Context: an optimization exercise on an open-source flow, tuned for small area, a short achievable clock period and few clock cycles per item. The choices shown serve that exercise and are no tape-out recipe. In this exercise RTL edits were held to simulation tests only and were not proved equivalent to the original. No activity file was given, so power comes from the tool's default toggle rates.

==> run E <==
==> flow/design.v (excerpt) <==
module data_mem_responder #(
    parameter int DEPTH   = 64,
    parameter int LATENCY = 0
) (
    input  logic        clk,
    input  logic        rst_n,
    input  logic        req_valid,
    output logic        req_ready,
    input  logic        req_write,
    input  logic [31:0] req_addr,
    input  logic [31:0] req_wdata,
    output logic        resp_valid,
    input  logic        resp_ready,
    output logic [31:0] resp_rdata,
    output logic        resp_err
);
    logic        o_v, o_err;    
    logic [31:0] o_rdata;
    logic        k_v, k_err;    
    logic [31:0] k_rdata;
    logic        rdy_q;
    logic        acc, take, in_err, st, ld;
    logic [5:0]  idx;
    assign in_err = (req_addr[1:0] != 2'b00) || (req_addr[31:8] != 24'd0);
    assign idx    = req_addr[7:2];
    assign acc    = req_valid & rdy_q;
    assign st     = acc & req_write & ~in_err;
    assign ld     = ~req_write & ~in_err;
    assign take   = o_v & resp_ready;
    logic [31:0] mem  [64];
    logic [63:0] wrtn;
    logic [31:0] rd;
    for (genvar i = 0; i < 64; i++) begin : g_w
        logic we, hold;
        assign we   = st & (idx == 6'(i));
        assign hold = ~we;
        dmem_word u_w (.clk(clk), .we(we), .hold(hold), .d(req_wdata), .q(mem[i]));
    end
    always_ff @(posedge clk or negedge rst_n) begin
        if (!rst_n) wrtn <= '0;
        else if (st) wrtn[idx] <= 1'b1;
    end
    assign rd = (ld && wrtn[idx]) ? mem[idx] : 32'd0;
    logic o_v_n, k_v_n;
    assign k_v_n = (k_v & ~take) | (acc & o_v & ~take);
    assign o_v_n = (o_v & ~take) | k_v | acc;
  ...
==> module data_mem_responder, before the edit <==
module data_mem_responder #(
    parameter int DEPTH   = 64,
    parameter int LATENCY = 0
) (
    input  logic        clk,
    input  logic        rst_n,
    input  logic        req_valid,
    output logic        req_ready,
    input  logic        req_write,
    input  logic [31:0] req_addr,
    input  logic [31:0] req_wdata,
    output logic        resp_valid,
    input  logic        resp_ready,
    output logic [31:0] resp_rdata,
    output logic        resp_err
);
    logic        o_v, o_err;    
    logic [31:0] o_rdata;
    logic        k_v, k_err;    
    logic [31:0] k_rdata;
    logic        rdy_q;
    logic        acc, take, in_err, st, ld;
    logic [5:0]  idx;
    assign in_err = (req_addr[1:0] != 2'b00) || (req_addr[31:8] != 24'd0);
    assign idx    = req_addr[7:2];
    assign acc    = req_valid & rdy_q;
    assign st     = acc & req_write & ~in_err;
    assign ld     = ~req_write & ~in_err;
    assign take   = o_v & resp_ready;
    logic [31:0] mem  [64];
    logic [63:0] wrtn;
    logic [31:0] rd;
    for (genvar i = 0; i < 64; i++) begin : g_w
        logic we, hold;
        assign we   = st & (idx == 6'(i));
        assign hold = ~we;
        dmem_word u_w (.clk(clk), .we(we), .hold(hold), .d(req_wdata), .q(mem[i]));
    end
    always_ff @(posedge clk or negedge rst_n) begin
        if (!rst_n) wrtn <= '0;
        else if (st) wrtn[idx] <= 1'b1;
    end
    assign rd = (ld && wrtn[idx]) ? mem[idx] : 32'd0;
    logic o_v_n, k_v_n;
    assign k_v_n = (k_v & ~take) | (acc & o_v & ~take);
    assign o_v_n = (o_v & ~take) | k_v | acc;
    always_ff @(posedge clk or negedge rst_n) begin
        if (!rst_n) begin
            o_v   <= 1'b0;
            k_v   <= 1'b0;
            rdy_q <= 1'b1;
        end else begin
            o_v   <= o_v_n;
            k_v   <= k_v_n;
            rdy_q <= ~(o_v_n & k_v_n);
        end
    end
    logic o_hold, o_load;
    assign o_hold = o_v & ~take;
    assign o_load = ~o_hold;
    dmem_word #(.W(33)) u_o (
        .clk(clk), .we(o_load), .hold(o_hold),
        .d(k_v ? {k_err, k_rdata} : {in_err, rd}), .q({o_err, o_rdata})
    );
    logic k_load, k_keep;
    assign k_load = acc & o_hold;
    assign k_keep = ~k_load;
    dmem_word #(.W(33)) u_k (
        .clk(clk), .we(k_load), .hold(k_keep),
        .d({in_err, rd}), .q({k_err, k_rdata})
    );
    assign req_ready  = rdy_q;
    assign resp_valid = o_v;
    assign resp_rdata = o_rdata;
    assign resp_err   = o_err;
endmodule
==> module dmem_word, before the edit <==
module dmem_word #(
    parameter int W = 32
) (
    input  logic         clk,
    input  logic         we,
    input  logic         hold,
    input  logic [W-1:0] d,
    output logic [W-1:0] q
);
    always_ff @(posedge clk) q <= ({W{we}} & d) | ({W{hold}} & q);
endmodule
==> flow/config.mk <==
export PLATFORM = sky130hd
export DESIGN_NAME = data_mem_responder
export DESIGN_NICKNAME = data_mem_responder
export VERILOG_FILES = /design/flow/design.v
export SDC_FILE = /design/flow/constraint.sdc
export NUM_CORES = 4
export LEC_CHECK = 0
export CAP_MARGIN = 20
export CORE_MARGIN = 2
export CORE_UTILIZATION = 65
export SETUP_SLACK_MARGIN = 2.6
export SLEW_MARGIN = 20
export SYNTH_HIERARCHICAL = 1
export SYNTH_MINIMUM_KEEP_SIZE = 0
==> flow/constraint.sdc <==
create_clock -name core_clock -period 5.0 [get_ports {clk}]
set_input_delay 1.0000 -clock core_clock [delete_from_list [all_inputs] [get_ports {clk}]]
set_output_delay 1.0000 -clock core_clock [all_outputs]
set_load 0.01 [all_outputs]
run.sh (not shown) runs the stock make flow with config.mk's settings and CLKGATE_MAP_FILE= SYNTH_SCRIPT=/design/flow/synth_recipe.tcl, a recipe that flattens the netlist after the stock synthesis.
==> run Z (differences from run E) <==
==> flow/design.v (replaced) <==
module data_mem_responder #(
    parameter int DEPTH   = 64,
    parameter int LATENCY = 0
) (
    input  logic        clk,
    input  logic        rst_n,
    input  logic        req_valid,
    output logic        req_ready,
    input  logic        req_write,
    input  logic [31:0] req_addr,
    input  logic [31:0] req_wdata,
    output logic        resp_valid,
    input  logic        resp_ready,
    output logic [31:0] resp_rdata,
    output logic        resp_err
);
    logic        s1_v;       
    logic        s1_err;     
    logic [63:0] s1_sel;     
    logic        o_v, o_err;
    logic [31:0] o_rdata;
    logic        k_v, k_err;    
    logic [31:0] k_rdata;
    logic        rdy_q;
    logic        acc, adv, take, st;
    logic        in_err;
    assign in_err = (req_addr[1:0] != 2'b00) || (req_addr[31:8] != 24'd0);
    assign acc    = req_valid & rdy_q;
    assign adv    = s1_v & ~k_v;           
    assign take   = o_v & resp_ready;
    assign st     = acc & req_write & ~in_err;
    logic [31:0] mem  [64];
    logic [63:0] wrtn;
    logic [31:0] rd;
    always_ff @(posedge clk) begin
        if (st) mem[req_addr[7:2]] <= req_wdata;
    end
    always_ff @(posedge clk or negedge rst_n) begin
        if (!rst_n) wrtn <= '0;
        else if (st) wrtn[req_addr[7:2]] <= 1'b1;
    end
    logic [63:0] sel_n;
    assign sel_n = (~req_write & ~in_err) ? ((64'd1 << req_addr[7:2]) & wrtn) : 64'd0;
    always_comb begin
        rd = 32'd0;
        for (int i = 0; i < 64; i++) rd = rd | ({32{s1_sel[i]}} & mem[i]);
    end
    logic s1_v_n, o_v_n, k_v_n;
    assign s1_v_n = acc | (s1_v & ~adv);
    assign k_v_n  = (k_v & ~take) | (adv & o_v & ~take);
    assign o_v_n  = (o_v & ~take) | k_v | adv;
    always_ff @(posedge clk or negedge rst_n) begin
        if (!rst_n) begin
            s1_v  <= 1'b0;
            o_v   <= 1'b0;
            k_v   <= 1'b0;
            rdy_q <= 1'b1;
        end else begin
            s1_v  <= s1_v_n;
            o_v   <= o_v_n;
            k_v   <= k_v_n;
            rdy_q <= ~(s1_v_n & o_v_n & k_v_n);
        end
    end
    always_ff @(posedge clk) begin
        if (acc) begin
            s1_err   <= in_err;
            s1_sel   <= sel_n;
        end
    end
    logic o_hold, o_load;
    assign o_hold = o_v & ~take;
    assign o_load = ~o_hold;
    dmem_oreg u_o (
        .clk(clk), .load(o_load), .hold(o_hold),
        .d(k_v ? {k_err, k_rdata} : {s1_err, rd}), .q({o_err, o_rdata})
    );
    always_ff @(posedge clk) begin
        if (adv && o_v && !take) begin
            k_rdata <= rd;
            k_err   <= s1_err;
        end
    end
    assign req_ready  = rdy_q;
    assign resp_valid = o_v;
    assign resp_rdata = o_rdata;
    assign resp_err   = o_err;
endmodule
module dmem_oreg (
    input  logic        clk,
    input  logic        load,
    input  logic        hold,
    input  logic [32:0] d,
    output logic [32:0] q
);
    always_ff @(posedge clk) q <= ({33{load}} & d) | ({33{hold}} & q);
endmodule
Settings changed: CTS_CLUSTER_DIAMETER set to 100, CTS_CLUSTER_SIZE set to 24, SETUP_SLACK_MARGIN 2.6 to 2.7.
==> run P (differences from run E) <==
==> flow/design.v (replaced) <==
module data_mem_responder #(
    parameter int DEPTH   = 64,
    parameter int LATENCY = 0
) (
    input  logic        clk,
    input  logic        rst_n,
    input  logic        req_valid,
    output logic        req_ready,
    input  logic        req_write,
    input  logic [31:0] req_addr,
    input  logic [31:0] req_wdata,
    output logic        resp_valid,
    input  logic        resp_ready,
    output logic [31:0] resp_rdata,
    output logic        resp_err
);
    logic        s1_v;       
    logic        s1_err;     
    logic [3:0][31:0] s1_q;  
    logic        s1_ok;      
    logic        s1_hit;     
    logic        p_v;        
    logic [7:0]  p_dlo;      
    logic [7:0]  p_dhi;
    logic [31:0] p_wdata;
    logic        o_v, o_err;
    logic [31:0] o_rdata;
    logic        k_v, k_err;    
    logic [31:0] k_rdata;
    logic        rdy_q;
    logic        acc, adv, take, st;
    logic        in_err;
    assign in_err = (req_addr[1:0] != 2'b00) || (req_addr[31:8] != 24'd0);
    assign acc    = req_valid & rdy_q;
    assign adv    = s1_v & ~k_v;           
    assign take   = o_v & resp_ready;
    assign st     = acc & req_write & ~in_err;
    logic [31:0] mem  [64];
    logic [63:0] wrtn;
    logic [31:0] rd;
    logic [63:0] sel;
    logic [3:0][31:0] q_n;
    logic [7:0] dlo, dhi;
    always_comb begin
        for (int j = 0; j < 8; j++) begin
            dlo[j] = (req_addr[4:2] == 3'(j));
            dhi[j] = (req_addr[7:5] == 3'(j));
        end
        for (int i = 0; i < 64; i++) sel[i] = dhi[i / 8] & dlo[i % 8];
    end
    always_ff @(posedge clk or negedge rst_n) begin
        if (!rst_n) p_v <= 1'b0;
        else        p_v <= st;
    end
    always_ff @(posedge clk) begin
        if (st) begin
            p_dlo   <= dlo;
            p_dhi   <= dhi;
            p_wdata <= req_wdata;
        end
    end
    always_ff @(posedge clk) begin
        for (int i = 0; i < 64; i++)
            if (p_v && p_dhi[i / 8] && p_dlo[i % 8]) mem[i] <= p_wdata;
    end
    always_ff @(posedge clk or negedge rst_n) begin
        if (!rst_n) wrtn <= '0;
        else
            for (int i = 0; i < 64; i++)
                if (p_v && p_dhi[i / 8] && p_dlo[i % 8]) wrtn[i] <= 1'b1;
    end
    logic hit;
    assign hit = p_v & (|(p_dlo & dlo)) & (|(p_dhi & dhi));
    always_comb begin
        for (int q = 0; q < 4; q++) begin
            q_n[q] = 32'd0;
            for (int i = 0; i < 16; i++)
                q_n[q] = q_n[q] | ({32{sel[16*q + i]}} & mem[16*q + i]);
        end
    end
    assign rd = (s1_hit ? p_wdata : (s1_q[0] | s1_q[1] | s1_q[2] | s1_q[3])) & {32{s1_ok}};
    logic s1_v_n, o_v_n, k_v_n;
    assign s1_v_n = acc | (s1_v & ~adv);
    assign k_v_n  = (k_v & ~take) | (adv & o_v & ~take);
    assign o_v_n  = (o_v & ~take) | k_v | adv;
    always_ff @(posedge clk or negedge rst_n) begin
        if (!rst_n) begin
            s1_v  <= 1'b0;
            o_v   <= 1'b0;
            k_v   <= 1'b0;
            rdy_q <= 1'b1;
        end else begin
            s1_v  <= s1_v_n;
            o_v   <= o_v_n;
            k_v   <= k_v_n;
            rdy_q <= ~(s1_v_n & o_v_n & k_v_n);
        end
    end
    always_ff @(posedge clk) begin
        if (acc) begin
            s1_err   <= in_err;
            s1_q     <= q_n;
            s1_ok    <= ~req_write & ~in_err & (|(wrtn & sel) | hit);
            s1_hit   <= hit;
        end
    end
    logic o_hold, o_lk, o_lr;
    assign o_hold = o_v & ~take;
    assign o_lk   = ~o_hold & k_v;
    assign o_lr   = ~o_hold & ~k_v;
    dmem_oreg u_o (
        .clk(clk), .hold(o_hold), .lk(o_lk), .lr(o_lr),
        .k({k_err, k_rdata}), .r({s1_err, rd}), .q({o_err, o_rdata})
    );
    always_ff @(posedge clk) begin
        if (adv && o_v && !take) begin
            k_rdata <= rd;
            k_err   <= s1_err;
        end
    end
    assign req_ready  = rdy_q;
    assign resp_valid = o_v;
    assign resp_rdata = o_rdata;
    assign resp_err   = o_err;
endmodule
module dmem_oreg (
    input  logic        clk,
    input  logic        hold,
    input  logic        lk,
    input  logic        lr,
    input  logic [32:0] k,
    input  logic [32:0] r,
    output logic [32:0] q
);
    always_ff @(posedge clk) q <= ({33{hold}} & q) | ({33{lk}} & k) | ({33{lr}} & r);
endmodule
==> flow/flow/run.sh (new file) <==
#!/bin/bash
# The standard layout, unchanged except that the port buffers that
# buffer_ports adds to every input and output are buf_4 cells rather than
# the delay cell it picks by default (which later resizing, limited to the
# same footprint, can only swap for other delay cells).
set -euo pipefail
export BUFFER_PORTS_ARGS="-buffer_cell sky130_fd_sc_hd__buf_4"
bash standard.sh > standard_flow.log 2>&1
==> flow/standard.sh (new file) <==
#!/bin/bash
# synth_recipe.tcl (not shown) runs the flow's synth.tcl, then flattens the netlist and writes it again
# the make line also repeats each setting of config.mk as NAME=value (left out here)
make -C /OpenROAD-flow-scripts/flow DESIGN_CONFIG=/design/flow/config.mk WORK_HOME=/design/flow/orfs CLKGATE_MAP_FILE= SYNTH_SCRIPT=/design/flow/synth_recipe.tcl "${@:-finish}"
Settings changed: CORE_UTILIZATION 65 to 58, CTS_CLUSTER_DIAMETER set to 100, CTS_CLUSTER_SIZE set to 20, SETUP_SLACK_MARGIN 2.6 to 2.7, TNS_END_PERCENT set to 10.
removed: flow/run.sh
==> qor summary <==
|  | run P | run Z | run E |
|---|---|---|---|
| Netlist area before placement | 0.0847 mm² | 0.0805 mm² | 0.0841 mm² |
| Sequential cell count | 2362 | 2247 | - |
| Share of power burned in registers | 0.634 | 0.579 | - |
| Clock share of power | 0.323 | 0.263 | - |
| Clk_skew | 31.1 ps | 35.0 ps | - |
| Seq/Total Area, Yosys | 0.829 | 0.829 | 0.523 |
| Gate Count Post-Synth | 4603 | 4032 | 7265 |
| Routed vias | 49387 | 48624 | - |
| Non-filler instance count after layout | 7062 | 6427 | - |
| Setup-failing EPs final | 0 | 0 | - |
| Met2 wire len | 125000 µm | 120000 µm | - |
| Most common cell after layout, fill and taps aside | edfxtp_1 | edfxtp_1 | - |
| Core Footprint | 0.145 mm² | 0.123 mm² | - |
| Library cell appearing most often on the critical path | buf_6 | a22o_1 | - |
| Post-route met1 wirelength | 107000 µm | 92800 µm | - |
| TritonCTS clock tree | done | done | - |
| Area used by multi-input combinational logic | 0.0139 mm² | 0.0159 mm² | - |
| Net count after synthesis | 4672 | 4107 | 7339 |
| Final Total Pwr | 0.0356 W | 0.0363 W | - |
| Number of flip-flops in the largest register | 2048 | 2048 | - |
| Power Density | 371 mW/mm² | 367 mW/mm² | - |
| Fraction of final layout cells sized beyond drive strength 1 | 0.186 | 0.290 | - |
| Adder and majority cell fraction of the synthesized area | 0 | 0.000932 | 0.000744 |
| Result of the run | complete, no violations | complete, no violations | stopped before the end |
| Stage where the flow stopped | - | - | global routing |
Testbench counts of run E, summed over its fixed seeds: cycles 4,808, items 4,800.
Testbench counts of run Z, summed over its fixed seeds: cycles 4,816, items 4,800.
Testbench counts of run P, summed over its fixed seeds: cycles 4,816, items 4,800.

==> re-timing with driven ports <==
The flow's constraints put no driver on any port. The routed layouts listed below were extracted and timed again, unchanged, in two steps.
Step 1 (the two cells are an assumption about what drives the block):
set clk [get_ports {clk}]
set_driving_cell -lib_cell sky130_fd_sc_hd__clkbuf_16 $clk
set_driving_cell -lib_cell sky130_fd_sc_hd__buf_2 [delete_from_list [all_inputs] $clk]
Step 2 times the ports against the registers' clock, not the clock port: input delays grow and output delays shrink by t, the midpoint of the rising clock arrivals with the driver on.
Slacks: no drivers / after step 1 / after step 2; pairs: no drivers / after step 1.
run | t (ns) | setup WS [ns] | slew at the worst register clock pin (ns) | pins driven straight from the clock port
run Z | 0.824 | 1.353 / 1.353 / 1.353 | 0.11 / 0.11 | 1
run P | 0.894 | 2.482 / 2.462 / 1.618 | 0.10 / 0.10 | 1
After both steps setup and hold are still met in every run listed. For run P, which loses most, drivers alone change the setup slack by -0.020 ns; drivers and shift together by -0.864 ns.
